Context: an optimization exercise on an open-source flow, tuned for small area, a short achievable clock period and few clock cycles per item. The choices shown serve that exercise and are no tape-out recipe. Where RTL was checked, it was by simulation tests only, not by an equivalence proof against the original. For run 1, only the layout was checked, not whether the RTL still works.

==> design.v <==
module lidar_flat_point_selector #(
	parameter int COORD_WIDTH = 24
) (
	input  logic                          clk,
	input  logic                          arst_n,
	input  logic                          cfg_we,
	input  logic                          cfg_index,
	input  logic [53:0]                   cfg_data,
	input  logic                          points_valid,
	output logic                          points_ready,
	input  logic signed [COORD_WIDTH-1:0] points_point_x,
	input  logic signed [COORD_WIDTH-1:0] points_point_y,
	input  logic signed [COORD_WIDTH-1:0] points_point_z,
	input  logic [15:0]                   points_intensity,
	input  logic                          points_point_valid,
	input  logic                          points_frame_start,
	output logic                          features_valid,
	input  logic                          features_ready,
	output logic signed [COORD_WIDTH-1:0] features_feature_x,
	output logic signed [COORD_WIDTH-1:0] features_feature_y,
	output logic signed [COORD_WIDTH-1:0] features_feature_z,
	output logic [15:0]                   features_feature_intensity,
	output logic [53:0]                   features_curvature
);
	localparam int CW  = COORD_WIDTH;
	localparam int DW  = CW + 3;       
	localparam int MW  = DW - 1;       
	localparam int PW  = 3 * CW + 16;  
	localparam int AW  = 32;           
	localparam int QW  = AW - 2;       
	localparam logic [53:0] THRESH_RESET = 54'd1049;
	localparam logic [7:0]  STRIDE_RESET = 8'd1;
	logic [53:0] thresh_q;
	logic [7:0]  stride_q;
	always_ff @(posedge clk or negedge arst_n) begin
		if (!arst_n) begin
			thresh_q <= THRESH_RESET;
			stride_q <= STRIDE_RESET;
		end else if (cfg_we) begin
			if (cfg_index == 1'b0)
				thresh_q <= cfg_data;
			else
				stride_q <= cfg_data[7:0];
		end
	end
	logic tsmall;
	logic thi;
	assign tsmall = (thresh_q[53:12] == '0);
	assign thi    = (thresh_q[53:14] != '0);
	logic          ready_q;    
	logic          kv_q;       
	logic [PW-1:0] k_pt_q;     
	logic          k_keep_q;
	logic          k_fs_q;
	logic          ev_q;       
	logic          s1v_q;      
	logic          sh_q;       
	logic          ov_q;       
	logic          busy_q;     
	logic          fin_q;      
	logic [DW-1:0] a_q [0:2];           
	logic [CW-1:0] w_q [0:2][1:4];
	logic [15:0]   wi_q [1:4];
	logic          kq_q;                
	logic [2:0]    fill_q;
	logic [7:0]    cnt_q;
	logic [13:0]   s1_s_q, s1_c_q;      
	logic [17:0]   s1_rng_q;            
	logic          s1_small;
	logic [PW-1:0] o_pt_q;     
	logic [53:0]   o_curv_q;
	logic          in_keep;
	logic          accept;
	logic          src_v;
	logic [PW-1:0] src_pt;
	logic          src_keep;
	logic          src_fs;
	logic [PW-1:0] in_pt;
	assign in_pt   = {points_intensity, points_point_z, points_point_y, points_point_x};
	assign in_keep = points_point_valid &&
	                 !(points_point_x == '0 && points_point_y == '0 && points_point_z == '0);
	assign accept  = points_valid && ready_q;
	assign src_v    = kv_q || accept;
	assign src_pt   = kv_q ? k_pt_q   : in_pt;
	assign src_keep = kv_q ? k_keep_q : in_keep;
	assign src_fs   = kv_q ? k_fs_q   : points_frame_start;
	logic       irn_q;     
	logic       fq_q;      
	logic [2:0] fill_eff;
	logic       full;
	logic       cnt0;
	logic       cnt_wrap;
	logic [7:0] cnt_next;
	logic       ev_now;    
	assign fill_eff = fq_q ? 3'd0 : fill_q;
	assign full     = !fq_q && (fill_q == 3'd4);
	assign cnt0     = fq_q || (cnt_q == 8'd0);
	assign cnt_wrap = ({1'b0, cnt_q} + 9'd1 >= {1'b0, stride_q});  
	assign cnt_next = cnt_wrap ? 8'd0 : cnt_q + 8'd1;
	assign ev_now   = irn_q ? (kq_q && full && cnt0) : ev_q;
	logic o_take;      
	logic s1_out;      
	logic s1_load;     
	logic w_take;      
	logic proc;        
	logic w_shift;     
	assign o_take  = !ov_q || features_ready;
	assign s1_out  = s1v_q && (s1_small || tsmall) && o_take;
	assign s1_load = ev_now && !s1v_q ? 1'b1 : (ev_now && s1_out && tsmall);
	assign w_take  = tsmall ? ((!ev_now || s1_load) && !(s1v_q && sh_q && !s1_out)) :
	                          (!ev_now && !s1v_q);
	assign proc    = src_v && w_take;
	assign w_shift = proc && kq_q;
	logic kv_next;
	assign kv_next = kv_q ? !proc : (accept && !proc);
	always_ff @(posedge clk or negedge arst_n) begin
		if (!arst_n) begin
			kv_q    <= 1'b0;
			ready_q <= 1'b1;
		end else begin
			kv_q    <= kv_next;
			ready_q <= !kv_next && (tsmall || (!proc && !ev_now && !s1v_q));
		end
	end
	assign points_ready = ready_q;
	always_ff @(posedge clk or negedge arst_n) begin
		if (!arst_n) begin
			fill_q <= '0;
			cnt_q  <= '0;
			ev_q   <= 1'b0;
			kq_q   <= 1'b0;
			fq_q   <= 1'b0;
			irn_q  <= 1'b0;
		end else begin
			if (proc) begin
				kq_q <= src_keep;
				fq_q <= src_fs;
			end
			irn_q <= proc;
			if (irn_q) begin
				if (kq_q && !full) begin
					fill_q <= fill_eff + 3'd1;
					cnt_q  <= fq_q ? 8'd0 : cnt_q;
				end else if (kq_q) begin
					cnt_q  <= cnt_next;
				end else begin
					fill_q <= fill_eff;
					cnt_q  <= fq_q ? 8'd0 : cnt_q;
				end
			end
			if (tsmall ? s1_load : (fin_q || s1_out))
				ev_q <= 1'b0;
			else
				ev_q <= ev_now;
		end
	end
	genvar ga;
	generate
		for (ga = 0; ga < 3; ga = ga + 1) begin : g_w
			logic [DW-1:0] o1, o2, o3;
			logic [DW-1:0] s1a, c1a;
			logic [DW-1:0] a_next;
			assign o1 = {{3{w_q[ga][1][CW-1]}}, w_q[ga][1]};
			assign o2 = {{3{w_q[ga][2][CW-1]}}, w_q[ga][2]};
			assign o3 = ~{w_q[ga][3][CW-1], w_q[ga][3], 2'b00};
			assign s1a = o1 ^ o2 ^ o3;
			assign c1a = {((o1 & o2) | (o1 & o3) | (o2 & o3)), 1'b0};
			assign a_next = s1a + c1a + 27'd1;
			always_ff @(posedge clk) begin
				if (w_shift) begin
					a_q[ga]    <= a_next;
					w_q[ga][1] <= w_q[ga][2];
					w_q[ga][2] <= w_q[ga][3];
					w_q[ga][3] <= w_q[ga][4];
				end
				if (proc)
					w_q[ga][4] <= src_pt[ga*CW +: CW];
			end
		end
	endgenerate
	always_ff @(posedge clk) begin
		if (w_shift) begin
			wi_q[1] <= wi_q[2];
			wi_q[2] <= wi_q[3];
			wi_q[3] <= wi_q[4];
		end
		if (proc)
			wi_q[4] <= src_pt[3*CW +: 16];
	end
	logic [DW-1:0] d [0:2];
	logic [5:0]    d_rng [0:2];
	logic          d_sgn [0:2];
	logic [12:0]   sq [0:2];        
	generate
		for (ga = 0; ga < 3; ga = ga + 1) begin : g_d
			logic [DW-1:0] e3, e4, es, ec;
			assign e3 = {{3{w_q[ga][3][CW-1]}}, w_q[ga][3]};
			assign e4 = {{3{w_q[ga][4][CW-1]}}, w_q[ga][4]};
			assign es = a_q[ga] ^ e3 ^ e4;
			assign ec = {((a_q[ga] & e3) | (a_q[ga] & e4) | (e3 & e4)), 1'b0};
			assign d[ga]       = es + ec;
			assign d_rng[ga]   = {(d[ga][26:20] == '1), (d[ga][19:13] == '1), (d[ga][12:6] == '1),
			                      (d[ga][26:20] == '0), (d[ga][19:13] == '0), (d[ga][12:6] == '0)};
			assign d_sgn[ga]   = d[ga][DW-1];
			always_comb begin
				case (d[ga][6:0])
				7'd0: sq[ga] = 13'd0;
				7'd1: sq[ga] = 13'd1;
				7'd2: sq[ga] = 13'd4;
				7'd3: sq[ga] = 13'd9;
				7'd4: sq[ga] = 13'd16;
				7'd5: sq[ga] = 13'd25;
				7'd6: sq[ga] = 13'd36;
				7'd7: sq[ga] = 13'd49;
				7'd8: sq[ga] = 13'd64;
				7'd9: sq[ga] = 13'd81;
				7'd10: sq[ga] = 13'd100;
				7'd11: sq[ga] = 13'd121;
				7'd12: sq[ga] = 13'd144;
				7'd13: sq[ga] = 13'd169;
				7'd14: sq[ga] = 13'd196;
				7'd15: sq[ga] = 13'd225;
				7'd16: sq[ga] = 13'd256;
				7'd17: sq[ga] = 13'd289;
				7'd18: sq[ga] = 13'd324;
				7'd19: sq[ga] = 13'd361;
				7'd20: sq[ga] = 13'd400;
				7'd21: sq[ga] = 13'd441;
				7'd22: sq[ga] = 13'd484;
				7'd23: sq[ga] = 13'd529;
				7'd24: sq[ga] = 13'd576;
				7'd25: sq[ga] = 13'd625;
				7'd26: sq[ga] = 13'd676;
				7'd27: sq[ga] = 13'd729;
				7'd28: sq[ga] = 13'd784;
				7'd29: sq[ga] = 13'd841;
				7'd30: sq[ga] = 13'd900;
				7'd31: sq[ga] = 13'd961;
				7'd32: sq[ga] = 13'd1024;
				7'd33: sq[ga] = 13'd1089;
				7'd34: sq[ga] = 13'd1156;
				7'd35: sq[ga] = 13'd1225;
				7'd36: sq[ga] = 13'd1296;
				7'd37: sq[ga] = 13'd1369;
				7'd38: sq[ga] = 13'd1444;
				7'd39: sq[ga] = 13'd1521;
				7'd40: sq[ga] = 13'd1600;
				7'd41: sq[ga] = 13'd1681;
				7'd42: sq[ga] = 13'd1764;
				7'd43: sq[ga] = 13'd1849;
				7'd44: sq[ga] = 13'd1936;
				7'd45: sq[ga] = 13'd2025;
				7'd46: sq[ga] = 13'd2116;
				7'd47: sq[ga] = 13'd2209;
				7'd48: sq[ga] = 13'd2304;
				7'd49: sq[ga] = 13'd2401;
				7'd50: sq[ga] = 13'd2500;
				7'd51: sq[ga] = 13'd2601;
				7'd52: sq[ga] = 13'd2704;
				7'd53: sq[ga] = 13'd2809;
				7'd54: sq[ga] = 13'd2916;
				7'd55: sq[ga] = 13'd3025;
				7'd56: sq[ga] = 13'd3136;
				7'd57: sq[ga] = 13'd3249;
				7'd58: sq[ga] = 13'd3364;
				7'd59: sq[ga] = 13'd3481;
				7'd60: sq[ga] = 13'd3600;
				7'd61: sq[ga] = 13'd3721;
				7'd62: sq[ga] = 13'd3844;
				7'd63: sq[ga] = 13'd3969;
				7'd64: sq[ga] = 13'd4096;
				7'd65: sq[ga] = 13'd3969;
				7'd66: sq[ga] = 13'd3844;
				7'd67: sq[ga] = 13'd3721;
				7'd68: sq[ga] = 13'd3600;
				7'd69: sq[ga] = 13'd3481;
				7'd70: sq[ga] = 13'd3364;
				7'd71: sq[ga] = 13'd3249;
				7'd72: sq[ga] = 13'd3136;
				7'd73: sq[ga] = 13'd3025;
				7'd74: sq[ga] = 13'd2916;
				7'd75: sq[ga] = 13'd2809;
				7'd76: sq[ga] = 13'd2704;
				7'd77: sq[ga] = 13'd2601;
				7'd78: sq[ga] = 13'd2500;
				7'd79: sq[ga] = 13'd2401;
				7'd80: sq[ga] = 13'd2304;
				7'd81: sq[ga] = 13'd2209;
				7'd82: sq[ga] = 13'd2116;
				7'd83: sq[ga] = 13'd2025;
				7'd84: sq[ga] = 13'd1936;
				7'd85: sq[ga] = 13'd1849;
				7'd86: sq[ga] = 13'd1764;
				7'd87: sq[ga] = 13'd1681;
				7'd88: sq[ga] = 13'd1600;
				7'd89: sq[ga] = 13'd1521;
				7'd90: sq[ga] = 13'd1444;
				7'd91: sq[ga] = 13'd1369;
				7'd92: sq[ga] = 13'd1296;
				7'd93: sq[ga] = 13'd1225;
				7'd94: sq[ga] = 13'd1156;
				7'd95: sq[ga] = 13'd1089;
				7'd96: sq[ga] = 13'd1024;
				7'd97: sq[ga] = 13'd961;
				7'd98: sq[ga] = 13'd900;
				7'd99: sq[ga] = 13'd841;
				7'd100: sq[ga] = 13'd784;
				7'd101: sq[ga] = 13'd729;
				7'd102: sq[ga] = 13'd676;
				7'd103: sq[ga] = 13'd625;
				7'd104: sq[ga] = 13'd576;
				7'd105: sq[ga] = 13'd529;
				7'd106: sq[ga] = 13'd484;
				7'd107: sq[ga] = 13'd441;
				7'd108: sq[ga] = 13'd400;
				7'd109: sq[ga] = 13'd361;
				7'd110: sq[ga] = 13'd324;
				7'd111: sq[ga] = 13'd289;
				7'd112: sq[ga] = 13'd256;
				7'd113: sq[ga] = 13'd225;
				7'd114: sq[ga] = 13'd196;
				7'd115: sq[ga] = 13'd169;
				7'd116: sq[ga] = 13'd144;
				7'd117: sq[ga] = 13'd121;
				7'd118: sq[ga] = 13'd100;
				7'd119: sq[ga] = 13'd81;
				7'd120: sq[ga] = 13'd64;
				7'd121: sq[ga] = 13'd49;
				7'd122: sq[ga] = 13'd36;
				7'd123: sq[ga] = 13'd25;
				7'd124: sq[ga] = 13'd16;
				7'd125: sq[ga] = 13'd9;
				7'd126: sq[ga] = 13'd4;
				7'd127: sq[ga] = 13'd1;
				default: sq[ga] = 13'd0;
				endcase
			end
		end
	endgenerate
	always_ff @(posedge clk or negedge arst_n) begin
		if (!arst_n) begin
			s1v_q <= 1'b0;
			sh_q  <= 1'b0;
		end else begin
			if (s1_load)
				s1v_q <= 1'b1;
			else if (s1_out || fin_q)
				s1v_q <= 1'b0;
			if (s1_load)
				sh_q <= w_shift;
			else if (w_shift)
				sh_q <= 1'b1;
		end
	end
	always_ff @(posedge clk) begin
		if (s1_load) begin
			s1_s_q     <= {1'b0, sq[0] ^ sq[1] ^ sq[2]};
			s1_c_q     <= {((sq[0] & sq[1]) | (sq[0] & sq[2]) | (sq[1] & sq[2])), 1'b0};
			s1_rng_q   <= {d_rng[2], d_rng[1], d_rng[0]};
		end
	end
	logic [PW-1:0] centre;
	assign centre = sh_q ? {wi_q[1], w_q[2][1], w_q[1][1], w_q[0][1]} :
	                       {wi_q[2], w_q[2][2], w_q[1][2], w_q[0][2]};
	generate
		for (ga = 0; ga < 3; ga = ga + 1) begin : g_small
			logic ok;
			assign ok = (&s1_rng_q[6*ga +: 3]) || (&s1_rng_q[6*ga+3 +: 3]);
		end
	endgenerate
	assign s1_small = g_small[0].ok && g_small[1].ok && g_small[2].ok;
	logic [13:0] curv_fast;
	logic        flat_fast;
	assign curv_fast = s1_s_q + s1_c_q;
	assign flat_fast = s1_small && (thi || (curv_fast < thresh_q[13:0]));
	logic [4:0]    sc_q;
	logic [2:0]    sg_q;
	logic          start;
	logic          sc0;
	logic [MW-1:0] r [0:2];
	logic [MW-1:0] m [0:2];
	logic [QW-1:0] acc_s, acc_c;
	logic          acc_ci;
	assign start  = !tsmall && s1v_q && !s1_small && !ov_q && !busy_q && !fin_q;
	assign sc0    = (sc_q == 5'd0);
	assign r[0]   = k_pt_q[0*MW +: MW];
	assign r[1]   = k_pt_q[1*MW +: MW];
	assign r[2]   = k_pt_q[2*MW +: MW];
	assign acc_s  = o_pt_q[0 +: QW];
	assign acc_c  = o_pt_q[QW +: QW];
	assign acc_ci = o_pt_q[2*QW];
	logic [AW-1:0] row [0:2];
	generate
		for (ga = 0; ga < 3; ga = ga + 1) begin : g_row
			assign m[ga]   = r[ga] ^ {MW{sg_q[ga]}};
			assign row[ga] = sc0 ?
			                 ({{(AW-MW-3){1'b0}}, sg_q[ga] ? {m[ga], 1'b1} : {(MW+1){1'b0}}, 2'b00}) :
			                 ({{(AW-MW-1){1'b0}}, m[ga][0] ? {m[ga][MW-1:1], 2'b01} : {(MW+1){1'b0}}});
		end
	endgenerate
	logic [AW-1:0] x0, x1, x2, x3, x4;
	logic [AW-1:0] t1s, t1c, t2s, t2c, t3s, t3c;
	logic [2:0]    lo;
	assign x0  = {2'b00, acc_s};
	assign x1  = {2'b00, acc_c};
	assign x2  = row[0];
	assign x3  = row[1];
	assign x4  = row[2];
	assign t1s = x0 ^ x1 ^ x2;
	assign t1c = {((x0 & x1) | (x0 & x2) | (x1 & x2)), 1'b0};
	assign t2s = t1s ^ t1c ^ x3;
	assign t2c = {((t1s & t1c) | (t1s & x3) | (t1c & x3)), 1'b0};
	assign t3s = t2s ^ t2c ^ x4;
	assign t3c = {((t2s & t2c) | (t2s & x4) | (t2c & x4)), 1'b0};
	assign lo  = {1'b0, t3s[1:0]} + {1'b0, t3c[1:0]} + {2'b00, acc_ci};
	always_ff @(posedge clk or negedge arst_n) begin
		if (!arst_n) begin
			busy_q <= 1'b0;
			fin_q  <= 1'b0;
			sc_q   <= '0;
		end else begin
			if (start) begin
				busy_q <= 1'b1;
				sc_q   <= '0;
			end else if (busy_q) begin
				sc_q <= sc_q + 5'd1;
				if (sc_q == 5'd27) begin
					busy_q <= 1'b0;
					fin_q  <= 1'b1;
				end
			end
			if (fin_q)
				fin_q <= 1'b0;
		end
	end
	always_ff @(posedge clk) begin
		if (start)
			sg_q <= {d_sgn[2], d_sgn[1], d_sgn[0]};
	end
	always_ff @(posedge clk) begin
		if (start)
			k_pt_q[3*MW-1:0] <= {d[2][MW-1:0], d[1][MW-1:0], d[0][MW-1:0]};
		else if (busy_q) begin
			if (!sc0)
				k_pt_q[3*MW-1:0] <= {sg_q[2], r[2][MW-1:1], sg_q[1], r[1][MW-1:1], sg_q[0], r[0][MW-1:1]};
		end else if (!kv_q) begin
			k_pt_q <= in_pt;
		end
		if (!kv_q) begin
			k_keep_q <= in_keep;
			k_fs_q   <= points_frame_start;
		end
	end
	logic flat_slow;
	assign flat_slow = (o_curv_q < thresh_q);
	always_ff @(posedge clk or negedge arst_n) begin
		if (!arst_n)
			ov_q <= 1'b0;
		else if (fin_q)
			ov_q <= flat_slow;
		else if (o_take)
			ov_q <= s1_out && flat_fast;
	end
	always_ff @(posedge clk) begin
		if (start)
			o_pt_q[2*QW:0] <= '0;
		else if (busy_q)
			o_pt_q[2*QW:0] <= {lo[2], t3c[AW-1:2], t3s[AW-1:2]};
		else if (fin_q || s1_out)
			o_pt_q[2*QW:0] <= centre[2*QW:0];
		if (fin_q || s1_out)
			o_pt_q[PW-1:2*QW+1] <= centre[PW-1:2*QW+1];
		if (busy_q)
			o_curv_q <= {lo[1:0], o_curv_q[53:2]};
		else if (s1_out)
			o_curv_q <= {40'd0, curv_fast};
	end
	assign features_valid             = ov_q;
	assign features_feature_x         = o_pt_q[0*CW +: CW];
	assign features_feature_y         = o_pt_q[1*CW +: CW];
	assign features_feature_z         = o_pt_q[2*CW +: CW];
	assign features_feature_intensity = o_pt_q[3*CW +: 16];
	assign features_curvature         = o_curv_q;
endmodule
==> flow/run.sh <==
#!/bin/bash
# Standard layout; timing repair aimed 6.0 ns below the clock period, and
# the port buffers are buf_1 cells (repair resizes those on critical paths).
set -euo pipefail
bash standard.sh SETUP_SLACK_MARGIN=6.0 "BUFFER_PORTS_ARGS=-buffer_cell sky130_fd_sc_hd__buf_1" finish > standard_flow.log 2>&1
==> standard.sh <==
#!/bin/bash
# synth_recipe.tcl (not shown) runs the flow's synth.tcl, then flattens the netlist and writes it again
# the make line also repeats each setting of config.mk as NAME=value (left out here)
make -C /OpenROAD-flow-scripts/flow DESIGN_CONFIG=/design/flow/config.mk WORK_HOME=/design/flow/orfs CLKGATE_MAP_FILE= SYNTH_SCRIPT=/design/flow/synth_recipe.tcl "${@:-finish}"
==> config.mk <==
export PLATFORM = sky130hd
export DESIGN_NAME = lidar_flat_point_selector
export DESIGN_NICKNAME = lidar_flat_point_selector
export VERILOG_FILES = /design/flow/design.v
export SDC_FILE = /design/flow/constraint.sdc
export NUM_CORES = 4
export LEC_CHECK = 0
export CAP_MARGIN = 20
export CORE_MARGIN = 2
export CORE_UTILIZATION = 40
export SLEW_MARGIN = 20
==> constraint.sdc <==
create_clock -name core_clock -period 9.5 [get_ports {clk}]
set_input_delay 1.9000 -clock core_clock [delete_from_list [all_inputs] [get_ports {clk}]]
set_output_delay 1.9000 -clock core_clock [all_outputs]
set_load 0.01 [all_outputs]
==> qor.tcl, run 1 <==
set qor(timing.final.ws_setup_ns) 5.63
set qor(detailedRoute.firstIterationViolations) 4002
set qor(final_cell_area_um2) 62500
set qor(routed_via_density) 5.59
set qor(fmaxAchievable_mhz) 258
set qor(crit_fanout) 6
set qor(drc) 0
set qor(pin_count) 294
set qor(worst_hold_path.endpoint) {wi_q[2][13]$_DFFE_PP_}
set qor(syn-num-nets) 5450
set qor(cts_max_path_buffers) 3
set qor(cts-htree-levels) 3
set qor(setup_viol) 0
set qor(setup_repair_after_global_routing_missed_its_margin) {true}
set qor(worstPathRequired_ns) 9.93
set qor(postSynthAreaPerCell_um2) 10.9
set qor(grt_first_pass_wirelength_um) 239000
set qor(die_x_um) 361
set qor(number_of_enable_flip_flop_cells_after_synthesis) 647
set qor(numClockSinks) 799
set qor(min_clock_period_post_route_ns) 3.87
set qor(grt_start_max_net_pins) 213
set qor(area_fraction_of_the_dominant_cell_type_after_synthesis) 0.381
set qor(critical_path.endpoint_type) {flip-flop}
set qor(worst-r2r-cell-count) 14
set qor(fin_worst_skew_ns) 0.0325
set qor(post_synth_instance_area_um2) 50900
set qor(synthTopCellsByArea) {sky130_fd_sc_hd__edfxtp_1 (38%), sky130_fd_sc_hd__fa_1 (9.9%), sky130_fd_sc_hd__ha_1 (8.8%), sky130_fd_sc_hd__inv_1 (4.6%), sky130_fd_sc_hd__dfrtp_1 (4.1%)}
set qor(netlist.top_cell.by_area) {sky130_fd_sc_hd__edfxtp_1}
set qor(postRouteAntennaNets) 0
set qor(finalHoldViolations) 0
set qor(grt_pass1_vias) 37378
set qor(place_worst_setup_slack_ns) 4.40
set qor(via_count) 38808
set qor(gp_routability_congestion) 0.898
set qor(synth_common_cells) {sky130_fd_sc_hd__edfxtp_1 (647), sky130_fd_sc_hd__inv_1 (628), sky130_fd_sc_hd__nand2_1 (434)}
set qor(synth-main-ff-cell) {sky130_fd_sc_hd__edfxtp_1}
set qor(seq_area_frac_synth) 0.450
set qor(postPlaceCellArea_um2) 54000
set qor(library_cell_with_the_highest_instance_count_after_synthesis) {sky130_fd_sc_hd__edfxtp_1}
set qor(number_of_i_o_port_buffers) 293
set qor(count_of_cell_types_in_the_netlist) 92
set qor(route.final.wire_length_um) 164000
set qor(path_class) {reg -> reg}
set qor(wire_per_inst_um) 23.6
set qor(gr-total-overflow) 0
set qor(placement_rows) 130
set qor(worst_setup_hold_path_clk_slew_ns) 0.06
set qor(start_util) 0.404
set qor(clk-insertion-delay-late_ns) 0.71
set qor(status) {no timing/DRC/antenna violations}
set qor(cp-start-kind) {flip-flop}
set qor(design.die.area_um2) 130000
set qor(ys_ff_latch) 799
set qor(holdCritStartpoint) {wi_q[3][13]$_DFFE_PP_}
set qor(global_route.usage.total) 0.243
set qor(timing_max_transition_violations_final) 0
set qor(drv_cap) 0
set qor(worst_hold_path.num_cells) 0
set qor(synthToLayoutAreaGrowth_pct) 22.6
set qor(cts_buffers) 93
set qor(reg_to_reg_critical_path_endpoint) {s1_s_q[9]$_DFFE_PP_}
set qor(cts_tree) {yes}
set qor(drt_first_pass_iters) 6
set qor(final_nets) 5965
set qor(worst_r2r_start) {a_q[2][1]$_DFFE_PP_}
set qor(r2r_setup_slack_ns) 5.63
set qor(synth-async-reset-ratio) 0.111
set qor(totalNegativeSetupSlack_ns) 0
set qor(final_layout_size_suffix_gt1_frac) 0.192
set qor(timing_worst_slew_pin_value_ns) 1.09
set qor(placeableCoreArea_um2) 126000
set qor(die_h_um) 361
set qor(synthCells) 4689
set qor(antenna_violations_before_repair) 12
set qor(cp_data_arrival_time_ns) 4.31
set qor(detailedPlacementHpwl_um) 111000
set qor(timing.slew.headroom) 0.271
set qor(holdCritPathClass) {reg -> reg}
set qor(root_buffer) {sky130_fd_sc_hd__clkbuf_16}
set qor(synth-warning-count) 11
set qor(final_min_period_over_clock_period) 0.408
-- metrics by stage --
| step | std cells | util | hold slack [ns] |
|---|---|---|---|
| 2_1_floorplan | 4689 | - | 0.400 |
| 3_3_place_gp | 6496 | 0.428 | 0.400 |
| 3_5_place_dp | 6497 | 0.428 | 0.405 |
| 4_1_cts | 6844 | 0.479 | 0.408 |
| 5_1_grt | 6938 | 0.495 | 0.408 |
| 6_report | 6941 | 0.495 | 0.415 |
-- layout make-up --
cell class              count  area [um^2]
inverters                 629         2370
clock buffers             118         2490
diodes                      7         17.5
fillers                 11316        63600
clock inverters            57          522
flip-flops and latches    799        22900
repair buffers            589         4110
well taps                1650         2060
multi-input cells        3092        27900
-- routing by layer --
metal / track usage / share of wire / vias up
met5: 0 / 0.00045 / -
met4: 0.0825 / 0.034 / 12
met3: 0.0494 / 0.080 / 301
met2: 0.378 / 0.45 / 1567
met1: 0.337 / 0.43 / 19302
li1: - / - / 17626
-- registers in the layout, summed over array words and instances, names as in the netlist, 8 cells and up --
signal and flops:
w_q 288, k_pt_q 88, o_pt_q 88, a_q 81, wi_q 64, o_curv_q 54, thresh_q 54, s1_rng_q 18
s1_c_q 12, s1_s_q 12, cnt_q 8, stride_q 8
-- critical path, cell delays in order (launching register included) --
cell                       delay [ns]
sky130_fd_sc_hd__edfxtp_1        0.41
sky130_fd_sc_hd__fa_1            0.60
sky130_fd_sc_hd__ha_4            0.16
sky130_fd_sc_hd__inv_2           0.04
sky130_fd_sc_hd__fa_2            0.37
sky130_fd_sc_hd__buf_6           0.14
sky130_fd_sc_hd__buf_12          0.14
sky130_fd_sc_hd__xor2_4          0.38
sky130_fd_sc_hd__buf_6           0.17
sky130_fd_sc_hd__nand2_4         0.05
sky130_fd_sc_hd__nor2_4          0.12
sky130_fd_sc_hd__a211oi_2        0.05
sky130_fd_sc_hd__o311ai_1        0.36
sky130_fd_sc_hd__o21ai_2         0.18
sky130_fd_sc_hd__fa_2            0.42
-- kinds of logic (layout without fill, tap and decap cells) --
kind of cell             count (synthesis)  in the layout  synth area share
AND/OR/NAND/NOR                       1084           1088            0.0976
AO/OA/AOI/OAI                         1013           1015             0.132
flip-flops                             799            799             0.450
XOR/XNOR                               166            173            0.0285
other                                    0              7                 0
multiplexers                           204            204            0.0438
adder cells (fa/ha/maj)                612            612             0.188
buffers and inverters                  811           1393            0.0601
-- how the worst max path moves through the flow --
stage	start	to	slack (ns)	cells after the start
finish	a_q[2][1]$_DFFE_PP_	s1_s_q[9]$_DFFE_PP_	5.63	14
global route	a_q[2][1]$_DFFE_PP_	s1_s_q[8]$_DFFE_PP_	5.53	14
CTS	w_q[10][1]$_DFFE_PP_	s1_rng_q[14]$_DFFE_PP_	5.75	14
detailed placement	features_ready	w_q[2][22]$_DFFE_PP_	4.40	8
global placement	features_ready	a_q[0][19]$_DFFE_PP_	4.41	8
floorplan	features_ready	a_q[0][0]$_DFFE_PP_	0.78	5
-- cell usage in the layout (no fill, tap or decap), types with 22 or more instances in the layout --
cell / synthesis / final
sky130_fd_sc_hd__o31ai_2: 1 / 22
sky130_fd_sc_hd__and3_1: 25 / 22
sky130_fd_sc_hd__xnor2_1: 106 / 90
sky130_fd_sc_hd__mux2_2: 133 / 133
sky130_fd_sc_hd__edfxtp_1: 647 / 647
sky130_fd_sc_hd__and2_1: 55 / 52
sky130_fd_sc_hd__nor3_1: 65 / 61
sky130_fd_sc_hd__a21oi_1: 270 / 212
sky130_fd_sc_hd__clkbuf_16: 0 / 101
sky130_fd_sc_hd__nand4_1: 40 / 40
sky130_fd_sc_hd__dfrtp_1: 83 / 79
sky130_fd_sc_hd__o211ai_1: 26 / 26
sky130_fd_sc_hd__nor2b_1: 33 / 27
sky130_fd_sc_hd__buf_6: 0 / 48
sky130_fd_sc_hd__nor4_1: 46 / 23
sky130_fd_sc_hd__nor2_1: 271 / 255
sky130_fd_sc_hd__nand2b_1: 24 / 22
sky130_fd_sc_hd__a211o_1: 66 / 66
sky130_fd_sc_hd__o21ai_1: 15 / 23
sky130_fd_sc_hd__a21oi_2: 1 / 43
sky130_fd_sc_hd__a21o_1: 73 / 71
sky130_fd_sc_hd__fa_1: 253 / 237
sky130_fd_sc_hd__nand3_1: 40 / 34
sky130_fd_sc_hd__o221ai_1: 37 / 30
sky130_fd_sc_hd__xor2_1: 60 / 40
sky130_fd_sc_hd__nand2_1: 434 / 417
sky130_fd_sc_hd__a221o_1: 40 / 39
sky130_fd_sc_hd__mux2i_1: 69 / 69
sky130_fd_sc_hd__dfxtp_1: 63 / 63
sky130_fd_sc_hd__buf_4: 1 / 209
sky130_fd_sc_hd__o21ai_0: 204 / 173
sky130_fd_sc_hd__ha_1: 358 / 304
sky130_fd_sc_hd__inv_1: 628 / 607
sky130_fd_sc_hd__o21bai_1: 28 / 27
sky130_fd_sc_hd__o31ai_1: 69 / 37
sky130_fd_sc_hd__buf_1: 19 / 289
sky130_fd_sc_hd__o21ai_2: 0 / 22
sky130_fd_sc_hd__o21a_1: 25 / 25
sky130_fd_sc_hd__ha_4: 0 / 35
-- repair_timing --
action / CTS / global route
cloned: 22 / 7
setup endpoints to repair: 691 / 414
setup buffers: 150 / 83
hold buffers: 0 / 0
gates resized for setup: 310 / 274
pin swaps: 120 / 192
==> inputs of run 2 (changes only) <==
--- a/design.v
+++ b/design.v
@@ -64,7 +64,7 @@
 	logic          kq_q;                
 	logic [2:0]    fill_q;
 	logic [7:0]    cnt_q;
-	logic [13:0]   s1_s_q, s1_c_q;      
+	logic [12:0]   s1_sq_q [0:2];       
 	logic [17:0]   s1_rng_q;            
 	logic          s1_small;
 	logic [PW-1:0] o_pt_q;     
@@ -354,8 +354,9 @@
 	end
 	always_ff @(posedge clk) begin
 		if (s1_load) begin
-			s1_s_q     <= {1'b0, sq[0] ^ sq[1] ^ sq[2]};
-			s1_c_q     <= {((sq[0] & sq[1]) | (sq[0] & sq[2]) | (sq[1] & sq[2])), 1'b0};
+			s1_sq_q[0] <= sq[0];
+			s1_sq_q[1] <= sq[1];
+			s1_sq_q[2] <= sq[2];
 			s1_rng_q   <= {d_rng[2], d_rng[1], d_rng[0]};
 		end
 	end
@@ -371,18 +372,25 @@
 	assign s1_small = g_small[0].ok && g_small[1].ok && g_small[2].ok;
 	logic [13:0] curv_fast;
 	logic        flat_fast;
-	assign curv_fast = s1_s_q + s1_c_q;
-	assign flat_fast = s1_small && (thi || (curv_fast < thresh_q[13:0]));
+	logic [13:0] cs_s, cs_c;
+	assign cs_s      = {1'b0, s1_sq_q[0] ^ s1_sq_q[1] ^ s1_sq_q[2]};
+	assign cs_c      = {((s1_sq_q[0] & s1_sq_q[1]) | (s1_sq_q[0] & s1_sq_q[2]) | (s1_sq_q[1] & s1_sq_q[2])), 1'b0};
+	assign curv_fast = cs_s + cs_c;
+	logic [13:0] ct_s, ct_c;
+	logic [14:0] ct;
+	assign ct_s      = cs_s ^ cs_c ^ ~thresh_q[13:0];
+	assign ct_c      = {((cs_s[12:0] & cs_c[12:0]) | (cs_s[12:0] & ~thresh_q[12:0]) | (cs_c[12:0] & ~thresh_q[12:0])), 1'b1};
+	assign ct        = {1'b0, ct_s} + {1'b0, ct_c};
+	assign flat_fast = s1_small && (thi || !ct[14]);
 	logic [4:0]    sc_q;
 	logic [2:0]    sg_q;
 	logic          start;
-	logic          sc0;
+	logic          sc0;        
 	logic [MW-1:0] r [0:2];
 	logic [MW-1:0] m [0:2];
 	logic [QW-1:0] acc_s, acc_c;
 	logic          acc_ci;
 	assign start  = !tsmall && s1v_q && !s1_small && !ov_q && !busy_q && !fin_q;
-	assign sc0    = (sc_q == 5'd0);
 	assign r[0]   = k_pt_q[0*MW +: MW];
 	assign r[1]   = k_pt_q[1*MW +: MW];
 	assign r[2]   = k_pt_q[2*MW +: MW];
@@ -418,7 +426,9 @@
 			busy_q <= 1'b0;
 			fin_q  <= 1'b0;
 			sc_q   <= '0;
+			sc0    <= 1'b0;
 		end else begin
+			sc0 <= start;
 			if (start) begin
 				busy_q <= 1'b1;
 				sc_q   <= '0;
==> qor.tcl, run 2 <==
set qor(yosys.area_share.adder) 0.188 ;# +0.000743
set qor(synthTopCellsByArea) {sky130_fd_sc_hd__edfxtp_1 (39%), sky130_fd_sc_hd__fa_1 (10%), sky130_fd_sc_hd__ha_1 (8.6%), sky130_fd_sc_hd__inv_1 (4.7%), sky130_fd_sc_hd__dfrtp_1 (4.1%)}
set qor(totalNegativeSetupSlack_ns) 0 ;# unchanged
set qor(critical_path.endpoint_type) {flip-flop}
set qor(gp_routability_congestion) 0.921 ;# +2.6%
set qor(r2r_setup_slack_ns) 5.49 ;# -0.14 ns
set qor(postSynthAreaPerCell_um2) 10.8 ;# -0.47%
set qor(fin_worst_skew_ns) 0.0196 ;# -0.0129 ns
set qor(synth_compound_area_frac) 0.122 ;# -0.0103
set qor(synth_top_family_by_area) {adder cells}
set qor(min_clock_period_post_route_ns) 4.01 ;# +0.140 ns
set qor(synthCells) 4749 ;# +1.3%
set qor(via_count) 37480 ;# -3.4%
set qor(worst_hold_path.endpoint) {wi_q[2][4]$_DFFE_PP_}
set qor(cp_data_arrival_time_ns) 4.54 ;# +0.23 ns
set qor(cts_tree) {yes}
set qor(holdCritStartpoint) {wi_q[3][4]$_DFFE_PP_}
set qor(global_route.usage.total) 0.225 ;# -0.0181
set qor(drt_first_pass_iters) 6 ;# unchanged
set qor(cts_max_path_buffers) 3 ;# unchanged
set qor(reg_to_reg_critical_path_endpoint) {s1_rng_q[8]$_DFFE_PP_}
set qor(synth-async-reset-ratio) 0.111 ;# -0.000552
set qor(cp-start-kind) {flip-flop}
set qor(detailedPlacementHpwl_um) 109000 ;# -2.2%
set qor(status) {no timing/DRC/antenna violations}
set qor(timing_max_transition_violations_final) 0 ;# unchanged
set qor(finalHoldViolations) 0 ;# unchanged
set qor(path_class) {reg -> reg}
set qor(detailedRoute.firstIterationViolations) 3321 ;# -17%
set qor(die_h_um) 362 ;# +0.40%
set qor(mostFrequentLayoutCells) {sky130_fd_sc_hd__edfxtp_1 (659), sky130_fd_sc_hd__inv_1 (609), sky130_fd_sc_hd__nor2_1 (355), sky130_fd_sc_hd__ha_1 (312), sky130_fd_sc_hd__a21oi_1 (308)}
set qor(largest-register) {w_q}
set qor(yosys.area_share.xor_xnor) 0.0287 ;# +0.000113
set qor(start_util) 0.403 ;# -0.00141
set qor(drc) 0 ;# unchanged
set qor(setup_viol) 0 ;# unchanged
set qor(routed_via_density) 5.42 ;# -3.1%
set qor(placement_rows) 131 ;# +0.77%
set qor(post_synth_instance_area_um2) 51300 ;# +0.81%
set qor(clk-insertion-delay-late_ns) 0.70 ;# about the same
set qor(design.die.area_um2) 131000 ;# +0.80%
set qor(worst_r2r_start) {a_q[1][1]$_DFFE_PP_}
set qor(crit_fanout) 3 ;# -3
set qor(route.final.wire_length_um) 152000 ;# -7.5%
set qor(seq_area_frac_synth) 0.454 ;# +0.00391
set qor(top_regs) {w_q: 288 flops, k_pt_q: 88 flops, o_pt_q: 88 flops}
set qor(ys_ff_latch) 812 ;# +1.6%
set qor(grt_pass1_vias) 36418 ;# -2.6%
set qor(syn-num-nets) 5514 ;# +1.2%
set qor(timing.slew.headroom) 0.277 ;# +0.00584
set qor(synthToLayoutAreaGrowth_pct) 19.1
set qor(library_cell_with_the_highest_instance_count_after_synthesis) {sky130_fd_sc_hd__edfxtp_1}
set qor(worst_hold_path.num_cells) 0 ;# unchanged
set qor(placeableCoreArea_um2) 128000 ;# +1.2%
set qor(postRouteAntennaNets) 0 ;# unchanged
set qor(worst_setup_hold_path_clk_slew_ns) 0.06 ;# about the same
set qor(postLayoutCoreUtil) 0.480 ;# -0.0157
set qor(final_nets) 5940 ;# -0.42%
set qor(synth_common_cells) {sky130_fd_sc_hd__edfxtp_1 (659), sky130_fd_sc_hd__inv_1 (637), sky130_fd_sc_hd__a21oi_1 (376)}
set qor(fmaxAchievable_mhz) 249 ;# -3.5%
set qor(cts-htree-levels) 3 ;# unchanged
set qor(drv_cap) 0 ;# unchanged
set qor(timing_worst_slew_pin_value_ns) 1.07 ;# -0.0201 ns
set qor(final_min_period_over_clock_period) 0.423 ;# +0.0148
set qor(synth-main-ff-cell) {sky130_fd_sc_hd__edfxtp_1}
set qor(grt_first_pass_wirelength_um) 224000 ;# -6.2%
set qor(cts_buffers) 96 ;# +3.2%
set qor(antenna_violations_before_repair) 17 ;# +5
set qor(pin_count) 294 ;# unchanged
set qor(wire_per_inst_um) 21.9 ;# -7.2%
set qor(number_of_enable_flip_flop_cells_after_synthesis) 659 ;# +1.9%
set qor(worst-r2r-cell-count) 15 ;# +1
set qor(setup_repair_after_global_routing_missed_its_margin) {true}
set qor(area_fraction_of_the_dominant_cell_type_after_synthesis) 0.385 ;# +0.00397
set qor(numClockSinks) 812 ;# +1.6%
set qor(number_of_i_o_port_buffers) 293 ;# unchanged
set qor(die_x_um) 362 ;# +0.40%
set qor(gr-total-overflow) 0 ;# unchanged
set qor(largest_register_ff_count) 288 ;# unchanged
set qor(holdCritPathClass) {reg -> reg}
set qor(mostFrequentLayoutCell) {sky130_fd_sc_hd__edfxtp_1}
set qor(netlist.top_cell.by_area) {sky130_fd_sc_hd__edfxtp_1}
set qor(count_of_cell_types_in_the_netlist) 91 ;# -1.1%
set qor(synthSimpleGateAreaFrac) 0.0936 ;# -0.00405
set qor(synth-warning-count) 12 ;# +1
set qor(grt_start_max_net_pins) 158 ;# -26%
set qor(worstPathRequired_ns) 10.03 ;# +0.10 ns
set qor(synth.area.mux_share) 0.0533 ;# +0.00947
set qor(root_buffer) {sky130_fd_sc_hd__clkbuf_16}
set qor(final_layout_size_suffix_gt1_frac) 0.163 ;# -0.0286
[run 2: changes by cell type in the layout (fill, tap and decap cells not counted), sizes merged, moves of 16 or more]
cell    delta
a211o     -58
o221ai    -32
o31ai     -50
mux2i     +65
a221o     -35
o21ai    +112
nor2      +93
nand2    -113
nand4     -16
a21oi    +107
buf       -74
[run 2: cell type report]
cell class              count  area, um^2
flip-flops and latches    812       23300
multi-input cells        3123       27200
clock inverters            55         443
diodes                      6        15.0
clock buffers             121        2650
well taps                1662        2080
inverters                 637        2400
fillers                 11730       66300
repair buffers            505        3090
[run 2: through the flow]
step,hold slack [ns],setup slack (ns),instance area (um^2),instances
2_1_floorplan,0.400,1.12,51600,4749
3_3_place_gp,0.400,3.93,54500,6572
3_5_place_dp,0.405,3.92,54500,6572
4_1_cts,0.410,5.59,59300,6839
5_1_grt,0.416,5.37,61200,6920
6_report,0.408,5.49,61200,6921
[run 2: cell families (layout without fill, tap and decap cells)]
group	after synthesis	count (layout)
buf+inv	818	1318
mux	257	257
simple gates	1039	1043
other cells	0	6
flops	812	812
fa+ha+maj	615	615
compound gates	1040	1040
xor+xnor	168	168
[run 2: worst max-delay path by stage]
stage / startpoint / endpoint / depth (start not counted)
finish: a_q[1][1]$_DFFE_PP_ / s1_rng_q[8]$_DFFE_PP_ / 15
global route: w_q[3][1]$_DFFE_PP_ / s1_rng_q[2]$_DFFE_PP_ / 13
CTS: w_q[3][1]$_DFFE_PP_ / s1_rng_q[2]$_DFFE_PP_ / 13
detailed placement: features_ready / w_q[2][19]$_DFFE_PP_ / 9
global placement: features_ready / w_q[2][19]$_DFFE_PP_ / 9
floorplan: features_ready / a_q[0][0]$_DFFE_PP_ / 5
[run 2: per-layer routing]
metal / GRT usage / wire length [um]
met5: 0 / 97
met4: 0.0684 / 4650
met3: 0.0481 / 12300
met2: 0.351 / 68300
met1: 0.313 / 66300
[run 2: what timing repair did]
action,4_1_cts,5_1_grt
pin swaps,105,172
gates cloned,5,5
buffers inserted,86,71
hold buffers,0,0
gates resized for setup,206,265
setup endpoints to repair,755,411
[run 2: worst max-delay path, cell delays in order (launching register included)]
cell and delay, ns:
sky130_fd_sc_hd__edfxtp_1 0.40, sky130_fd_sc_hd__fa_1 0.60, sky130_fd_sc_hd__ha_4 0.17, sky130_fd_sc_hd__inv_2 0.04, sky130_fd_sc_hd__fa_2 0.36, sky130_fd_sc_hd__nand2b_4 0.16, sky130_fd_sc_hd__a21oi_4 0.19, sky130_fd_sc_hd__o41ai_4 0.13
sky130_fd_sc_hd__o31ai_4 0.30, sky130_fd_sc_hd__nor3b_4 0.26, sky130_fd_sc_hd__o21a_1 0.22, sky130_fd_sc_hd__o221ai_2 0.14, sky130_fd_sc_hd__nor4b_4 0.17, sky130_fd_sc_hd__a2111oi_4 0.35, sky130_fd_sc_hd__buf_6 0.18, sky130_fd_sc_hd__nor4b_4 0.18
Testbench counts of run 2, summed over its fixed seeds: cycles 32,009, items 32,000.
==> inputs of run 3 (changes only) <==
==> flow/run.sh (replaced) <==
#!/bin/bash
# Standard layout; timing repair aimed 5.75 ns below the clock period, and
# the port buffers are buf_1 cells (repair resizes those on critical paths).
set -euo pipefail
bash standard.sh SETUP_SLACK_MARGIN=5.75 "BUFFER_PORTS_ARGS=-buffer_cell sky130_fd_sc_hd__buf_1" finish > standard_flow.log 2>&1
==> qor.tcl, run 3 <==
set qor(drv_cap) 0 ;# unchanged
set qor(cp_data_arrival_time_ns) 4.42 ;# -0.12 ns
set qor(path_class) {reg -> reg}
set qor(top_regs) {w_q: 288 flops, k_pt_q: 88 flops, o_pt_q: 88 flops}
set qor(num-fill-cells) 11906 ;# +1.5%
set qor(crit_chain) {fa_1 -> ha_2 -> fa_2 -> a211oi_4 -> o21ai_2 -> a21oi_2 -> o21a_2 -> o221ai_4 -> or4b_4 -> a21oi_4 -> a22oi_2 -> xnor2_2 -> nor4b_4}
set qor(synth-async-reset-ratio) 0.111 ;# unchanged
set qor(routed_via_density) 5.37 ;# -0.79%
set qor(post_synth_instance_area_um2) 51300 ;# unchanged
set qor(via_count) 36771 ;# -1.9%
set qor(cts_tree) {yes}
set qor(count_of_cell_types_in_the_netlist) 91 ;# unchanged
set qor(synthToLayoutAreaGrowth_pct) 15.4
set qor(status) {no timing/DRC/antenna violations}
set qor(critPathBufInv) 0 ;# -2
set qor(setup_repair_after_global_routing_missed_its_margin) {true}
set qor(finalHoldViolations) 0 ;# unchanged
set qor(crit_fanout) 4 ;# +1
set qor(detailedPlacementHpwl_um) 109000 ;# -0.18%
set qor(synth-main-ff-cell) {sky130_fd_sc_hd__edfxtp_1}
set qor(root_buffer) {sky130_fd_sc_hd__clkbuf_16}
set qor(cts_max_path_buffers) 3 ;# unchanged
set qor(seq_area_frac_synth) 0.454 ;# unchanged
set qor(timing_worst_slew_pin_value_ns) 1.00 ;# -0.0736 ns
set qor(placeableCoreArea_um2) 128000 ;# unchanged
set qor(cts_buffers) 95 ;# -1.0%
set qor(seqCellArea_um2) 23300 ;# unchanged
set qor(die_x_um) 362 ;# unchanged
set qor(grt_first_pass_wirelength_um) 220000 ;# -1.8%
set qor(fin_worst_skew_ns) 0.0330 ;# +0.0135 ns
set qor(min_clock_period_post_route_ns) 3.90 ;# -0.110 ns
set qor(cts-htree-levels) 3 ;# unchanged
set qor(synthCells) 4749 ;# unchanged
set qor(largest_register_ff_count) 288 ;# unchanged
set qor(largest-register) {w_q}
set qor(timing_max_transition_violations_final) 0 ;# unchanged
set qor(worst_setup_hold_path_clk_slew_ns) 0.06 ;# about the same
set qor(clk-insertion-delay-late_ns) 0.70 ;# about the same
set qor(placement_rows) 131 ;# unchanged
set qor(syn-num-nets) 5514 ;# unchanged
set qor(final_min_period_over_clock_period) 0.411 ;# -0.0116
set qor(mostFrequentLayoutCell) {sky130_fd_sc_hd__edfxtp_1}
set qor(area_fraction_of_the_dominant_cell_type_after_synthesis) 0.385 ;# unchanged
set qor(fmaxAchievable_mhz) 256 ;# +2.8%
set qor(critical-path-top-delay-family) {compound AO/OA/AOI/OAI gates}
set qor(timing.hold.ws_ns) 0.398 ;# -0.0100 ns
set qor(library_cell_with_the_highest_instance_count_after_synthesis) {sky130_fd_sc_hd__edfxtp_1}
set qor(timing.final.ws_setup_ns) 5.60 ;# +0.110 ns
set qor(postSynthAreaPerCell_um2) 10.8 ;# unchanged
set qor(number_of_i_o_port_buffers) 293 ;# unchanged
set qor(final_nets) 5857 ;# -1.4%
set qor(grt_start_max_net_pins) 153 ;# -3.2%
set qor(timing.slew.headroom) 0.333 ;# +0.0566
set qor(drt_first_pass_iters) 6 ;# unchanged
set qor(final_layout_size_suffix_gt1_frac) 0.115 ;# -0.0481
set qor(pin_count) 294 ;# unchanged
set qor(die_h_um) 362 ;# unchanged
set qor(final-instance-count-excl-fill) 6844 ;# -1.1%
set qor(route.final.wire_length_um) 147000 ;# -3.0%
set qor(grt_pass1_vias) 35763 ;# -1.8%
set qor(worstPathRequired_ns) 10.01 ;# -0.02 ns
set qor(dp.cells) 6568 ;# -0.061%
set qor(gr-total-overflow) 0 ;# unchanged
set qor(numClockSinks) 812 ;# unchanged
set qor(place_worst_setup_slack_ns) 4.55 ;# +0.638 ns
set qor(drc) 0 ;# unchanged
set qor(critical_path.endpoint_type) {flip-flop}
set qor(synthTopCellsByArea) {sky130_fd_sc_hd__edfxtp_1 (39%), sky130_fd_sc_hd__fa_1 (10%), sky130_fd_sc_hd__ha_1 (8.6%), sky130_fd_sc_hd__inv_1 (4.7%), sky130_fd_sc_hd__dfrtp_1 (4.1%)}
set qor(postRouteAntennaNets) 0 ;# unchanged
set qor(ys_ff_latch) 812 ;# unchanged
set qor(synth-warning-count) 12 ;# unchanged
set qor(global_route.usage.total) 0.221 ;# -0.00409
set qor(critical_path.slowest_cell) {sky130_fd_sc_hd__or4b_4}
set qor(multi_input_area_um2) 26000 ;# -4.3%
set qor(cp-start-kind) {flip-flop}
set qor(netlist.top_cell.by_area) {sky130_fd_sc_hd__edfxtp_1}
set qor(design.die.area_um2) 131000 ;# unchanged
set qor(detailedRoute.firstIterationViolations) 3338 ;# +0.51%
set qor(critPathMaxStageDelay_ns) 0.51 ;# -0.09 ns
set qor(holdCritPathClass) {reg -> reg}
set qor(antenna_violations_before_repair) 22 ;# +5
set qor(mostFrequentLayoutCells) {sky130_fd_sc_hd__edfxtp_1 (659), sky130_fd_sc_hd__inv_1 (632), sky130_fd_sc_hd__nor2_1 (359), sky130_fd_sc_hd__a21oi_1 (354), sky130_fd_sc_hd__ha_1 (329)}
set qor(wire_per_inst_um) 21.5 ;# -1.9%
set qor(gp_routability_congestion) 0.921 ;# about the same
set qor(start_util) 0.403 ;# unchanged
set qor(number_of_enable_flip_flop_cells_after_synthesis) 659 ;# unchanged
set qor(totalNegativeSetupSlack_ns) 0 ;# unchanged
set qor(synth_common_cells) {sky130_fd_sc_hd__edfxtp_1 (659), sky130_fd_sc_hd__inv_1 (637), sky130_fd_sc_hd__a21oi_1 (376)}
set qor(setup_viol) 0 ;# unchanged
set qor(r2r_setup_slack_ns) 5.60 ;# +0.11 ns
==> run 3: final cells by class <==
class	instances	area share
diodes	11	0.000464
clock buffers	119	0.0434
clock inverters	57	0.0106
inverters	637	0.0404
multi-input cells	3121	0.439
flip-flops and latches	812	0.394
well taps	1662	0.0351
repair buffers	425	0.0376
==> run 3: through the flow <==
stage / instance area, um^2 / utilization
after floorplan: 51400 / -
after CTS: 58400 / 0.458
after detailed placement: 54300 / 0.426
after global routing: 59200 / 0.465
after global placement: 54300 / 0.426
final: 59300 / 0.465
==> run 3: worst paths after layout <==
kind | from | end | cells past startpoint
min in group asynchronous | arst_n | thresh_q[35]$_DFFE_PN0P_ | 1
worst min register to register | wi_q[3][5]$_DFFE_PP_ | wi_q[2][5]$_DFFE_PP_ | 0
worst max register to register | w_q[2][0]$_DFFE_PP_ | s1_rng_q[2]$_DFFE_PP_ | 13
max in group asynchronous | arst_n | busy_q$_DFF_PN0_ | 2
worst min-delay path | wi_q[3][5]$_DFFE_PP_ | wi_q[2][5]$_DFFE_PP_ | 0
worst max-delay path | w_q[2][0]$_DFFE_PP_ | s1_rng_q[2]$_DFFE_PP_ | 13
==> run 3: timing repair <==
item,4_1_cts,5_1_grt
cloned,3,0
hold buffers,0,0
endpoints found under the hold margin,0,0
gates resized for setup,117,87
setup buffers,41,45
pin swaps,57,81
endpoints found under the setup margin,572,274
==> run 3: logic make-up (layout without fill, tap and decap cells) <==
logic type / after synthesis / count (layout) / synth area share
AOI/OAI and AO/OA: 1040 / 1040 / 0.122
xor gates and xnor gates: 168 / 168 / 0.0287
adders and majority gates: 615 / 615 / 0.188
buffers and inverters: 818 / 1238 / 0.0603
DFF: 812 / 812 / 0.454
muxes: 257 / 257 / 0.0533
other: 0 / 11 / 0
and+or+nand+nor: 1039 / 1041 / 0.0936
==> run 3: layer usage <==
metal / global-route usage / wire (um)
met1: 0.307 / 65500
met5: 0 / 115
met4: 0.0611 / 3360
met3: 0.0449 / 10800
met2: 0.350 / 67400
==> inputs of run 4 (changes only) <==
==> flow/run.sh (replaced) <==
#!/bin/bash
# Standard layout; timing repair aimed 5.5 ns below the clock period, and
# the port buffers are buf_1 cells (repair resizes those on critical paths).
set -euo pipefail
bash standard.sh SETUP_SLACK_MARGIN=5.5 "BUFFER_PORTS_ARGS=-buffer_cell sky130_fd_sc_hd__buf_1" finish > standard_flow.log 2>&1
==> qor.tcl, run 4 <==
set qor(status) {no timing/DRC/antenna violations}
set qor(die_h_um) 362 ;# unchanged
set qor(seqCellArea_um2) 23300 ;# unchanged
set qor(drv_cap) 0 ;# unchanged
set qor(worstPathRequired_ns) 9.94 ;# -0.07 ns
set qor(final_min_period_over_clock_period) 0.417 ;# +0.00556
set qor(grt_first_pass_wirelength_um) 220000 ;# about the same
set qor(wire_per_inst_um) 21.6 ;# +0.30%
set qor(min_clock_period_post_route_ns) 3.96 ;# +0.0528 ns
set qor(timing.slew.headroom) 0.244 ;# -0.0889
set qor(seq_area_frac_synth) 0.454 ;# unchanged
set qor(mostFrequentLayoutCell) {sky130_fd_sc_hd__edfxtp_1}
set qor(cp-start-kind) {flip-flop}
set qor(largest_register_ff_count) 288 ;# unchanged
set qor(count_of_cell_types_in_the_netlist) 91 ;# unchanged
set qor(drt_first_pass_iters) 5 ;# -1
set qor(synthTopCellsByArea) {sky130_fd_sc_hd__edfxtp_1 (39%), sky130_fd_sc_hd__fa_1 (10%), sky130_fd_sc_hd__ha_1 (8.6%), sky130_fd_sc_hd__inv_1 (4.7%), sky130_fd_sc_hd__dfrtp_1 (4.1%)}
set qor(routed_via_density) 5.38 ;# +0.17%
set qor(library_cell_with_the_highest_instance_count_after_synthesis) {sky130_fd_sc_hd__edfxtp_1}
set qor(gp_routability_congestion) 0.914 ;# -0.74%
set qor(grt_start_max_net_pins) 158 ;# +3.3%
set qor(detailedRoute.firstIterationViolations) 3386 ;# +1.4%
set qor(die_x_um) 362 ;# unchanged
set qor(num-fill-cells) 11886 ;# -0.17%
set qor(setup_viol) 0 ;# unchanged
set qor(synth_common_cells) {sky130_fd_sc_hd__edfxtp_1 (659), sky130_fd_sc_hd__inv_1 (637), sky130_fd_sc_hd__a21oi_1 (376)}
set qor(postLayoutCoreUtil) 0.456 ;# -0.00836
set qor(global_route.usage.total) 0.220 ;# -0.000562
set qor(synthToLayoutAreaGrowth_pct) 13.3
set qor(timing_max_transition_violations_final) 0 ;# unchanged
set qor(worst_setup_hold_path_clk_slew_ns) 0.06 ;# about the same
set qor(multi_input_area_um2) 25500 ;# -1.9%
set qor(dp.cells) 6566 ;# -0.030%
set qor(critical_path.endpoint_type) {flip-flop}
set qor(mostFrequentLayoutCells) {sky130_fd_sc_hd__edfxtp_1 (659), sky130_fd_sc_hd__inv_1 (635), sky130_fd_sc_hd__nor2_1 (362), sky130_fd_sc_hd__a21oi_1 (361), sky130_fd_sc_hd__ha_1 (344)}
set qor(cts-htree-levels) 3 ;# unchanged
set qor(postRouteAntennaNets) 0 ;# unchanged
set qor(clk-insertion-delay-late_ns) 0.72 ;# +0.02 ns
set qor(antenna_violations_before_repair) 18 ;# -18%
set qor(area_fraction_of_the_dominant_cell_type_after_synthesis) 0.385 ;# unchanged
set qor(numClockSinks) 812 ;# unchanged
set qor(via_count) 36506 ;# -0.72%
set qor(placement_rows) 131 ;# unchanged
set qor(detailedPlacementHpwl_um) 109000 ;# -0.14%
set qor(design.die.area_um2) 131000 ;# unchanged
set qor(fmaxAchievable_mhz) 253 ;# -1.3%
set qor(top_regs) {w_q: 288 flops, k_pt_q: 88 flops, o_pt_q: 88 flops}
set qor(finalHoldViolations) 0 ;# unchanged
set qor(largest-register) {w_q}
set qor(fin_worst_skew_ns) 0.0462 ;# +0.0131 ns
set qor(synthCells) 4749 ;# unchanged
set qor(timing.hold.ws_ns) 0.410 ;# +0.0112 ns
set qor(cts_tree) {yes}
set qor(grt_pass1_vias) 35528 ;# -0.66%
set qor(number_of_i_o_port_buffers) 293 ;# unchanged
set qor(worst_hold_path.num_cells) 0 ;# unchanged
set qor(holdCritPathClass) {reg -> reg}
set qor(number_of_enable_flip_flop_cells_after_synthesis) 659 ;# unchanged
set qor(drc) 0 ;# unchanged
set qor(cts_buffers) 95 ;# unchanged
set qor(synth-main-ff-cell) {sky130_fd_sc_hd__edfxtp_1}
set qor(final_nets) 5808 ;# -0.84%
set qor(crit_fanout) 4 ;# unchanged
set qor(root_buffer) {sky130_fd_sc_hd__clkbuf_16}
set qor(cts_max_path_buffers) 3 ;# unchanged
set qor(netlist.top_cell.by_area) {sky130_fd_sc_hd__edfxtp_1}
set qor(ys_ff_latch) 812 ;# unchanged
set qor(final-instance-count-excl-fill) 6783 ;# -0.89%
set qor(gr-total-overflow) 0 ;# unchanged
set qor(final_layout_size_suffix_gt1_frac) 0.0930 ;# -0.0221
set qor(cp_data_arrival_time_ns) 4.40 ;# -0.02 ns
set qor(timing_worst_slew_pin_value_ns) 1.13 ;# +0.130 ns
set qor(pin_count) 294 ;# unchanged
set qor(worst-r2r-cell-count) 14 ;# +1
set qor(post_synth_instance_area_um2) 51300 ;# unchanged
set qor(setup_repair_after_global_routing_missed_its_margin) {true}
set qor(totalNegativeSetupSlack_ns) 0 ;# unchanged
set qor(synth-async-reset-ratio) 0.111 ;# unchanged
set qor(postSynthAreaPerCell_um2) 10.8 ;# unchanged
set qor(route.final.wire_length_um) 146000 ;# -0.59%
set qor(start_util) 0.403 ;# unchanged
set qor(syn-num-nets) 5514 ;# unchanged
set qor(placeableCoreArea_um2) 128000 ;# unchanged
set qor(synth-warning-count) 12 ;# unchanged
set qor(path_class) {reg -> reg}
run 4: cell counts after synthesis:
No cell type changed its count.
run 4: cell families after synthesis:
| group | share of synthesized area |
|---|---|
| AO/OA/AOI/OAI | 0.122 |
| flip-flops | 0.454 |
| adder cells (fa/ha/maj) | 0.188 |
| multiplexers | 0.0533 |
| buffers and inverters | 0.0603 |
| AND/OR/NAND/NOR | 0.0936 |
| XOR/XNOR | 0.0287 |
run 4: routing by layer:
layer  global-route usage  wire length (um)  share of wire  up-vias
li1                     -                 -              -    17154
met1                0.312             66000           0.45    17996
met2                0.346             66600           0.46     1144
met3               0.0394             10100          0.069      198
met4               0.0613              3500          0.024       14
met5                    0                90        0.00062        -
run 4: what timing repair did:
action	4_1_cts	5_1_grt
hold buffers	0	0
gates resized for setup	40	69
setup buffers	12	27
pin swaps	15	42
gates cloned	3	0
setup endpoints to repair	502	221
run 4: worst paths after layout:
path                                       startpoint                 endpoint  slack, ns
worst max register to register   w_q[10][1]$_DFFE_PP_   s1_rng_q[16]$_DFFE_PP_       5.54
worst min-delay path            wi_q[3][12]$_DFFE_PP_    wi_q[2][12]$_DFFE_PP_       0.41
worst min register to register  wi_q[3][12]$_DFFE_PP_    wi_q[2][12]$_DFFE_PP_       0.41
worst max-delay path             w_q[10][1]$_DFFE_PP_   s1_rng_q[16]$_DFFE_PP_       5.54
max in group asynchronous                      arst_n         busy_q$_DFF_PN0_       7.04
min in group asynchronous                      arst_n  thresh_q[2]$_DFFE_PN0P_       1.17
run 4: cell type report:
cell class,instances,share of cell area
Multi-Input combinational cell,3121,0.438
Sequential cell,812,0.401
Clock buffer,127,0.0445
Inverter,637,0.0412
Tap cell,1662,0.0357
Timing Repair Buffer,376,0.0315
Clock inverter,46,0.00793
Antenna cell,2,0.0000860
run 4: critical path, cell delays in order, from the launching register on:
cell                       delay, ns
sky130_fd_sc_hd__edfxtp_1       0.45
sky130_fd_sc_hd__fa_1           0.50
sky130_fd_sc_hd__ha_1           0.26
sky130_fd_sc_hd__fa_2           0.42
sky130_fd_sc_hd__a211oi_1       0.25
sky130_fd_sc_hd__nor2_1         0.11
sky130_fd_sc_hd__o21ai_2        0.25
sky130_fd_sc_hd__buf_4          0.17
sky130_fd_sc_hd__o21bai_1       0.05
sky130_fd_sc_hd__a21o_1         0.20
sky130_fd_sc_hd__a21o_1         0.19
sky130_fd_sc_hd__a21oi_1        0.24
sky130_fd_sc_hd__xnor2_2        0.15
sky130_fd_sc_hd__and4_1         0.22
sky130_fd_sc_hd__and4b_2        0.23
run 4: metrics by stage:
stage	setup slack, ns	instance area [um^2]
6_report	5.54	58200
3_3_place_gp	4.47	54200
4_1_cts	5.50	57600
2_1_floorplan	1.12	51400
5_1_grt	5.47	58200
3_5_place_dp	4.44	54300

[what the ideal ports hide]
Ports are ideal in the flow. The routed layouts listed here were re-timed in OpenROAD. Step 1 (the two cells are an assumption about what drives the block):
set clk [get_ports {clk}]
set_driving_cell -lib_cell sky130_fd_sc_hd__clkbuf_16 $clk
set_driving_cell -lib_cell sky130_fd_sc_hd__buf_2 [delete_from_list [all_inputs] $clk]
Step 2 times the ports against the registers' clock, not the clock port: input delays grow and output delays shrink by t, the midpoint of the rising clock arrivals with the driver on. Three values: ideal, step 1, step 2; two values: the first two.
run	shift t [ns]	setup WS [ns]	worst hold slack (ns)	worst data-port slew with drivers (ns)	cell pins on the clock port's net
run 1	0.773	5.625 / 5.625 / 5.170	0.415 / 0.415 / 0.415	0.14	1
run 2	0.766	5.485 / 5.485 / 5.316	0.408 / 0.408 / 0.408	0.16	1
run 3	0.755	5.595 / 5.595 / 5.088	0.398 / 0.398 / 0.398	0.18	1
run 4	0.768	5.542 / 5.542 / 4.945	0.410 / 0.410 / 0.410	0.18	1
After both steps every run listed still meets setup and hold. For run 4, which loses most, drivers alone change the setup slack by 0.000 ns; drivers and shift together by -0.597 ns.
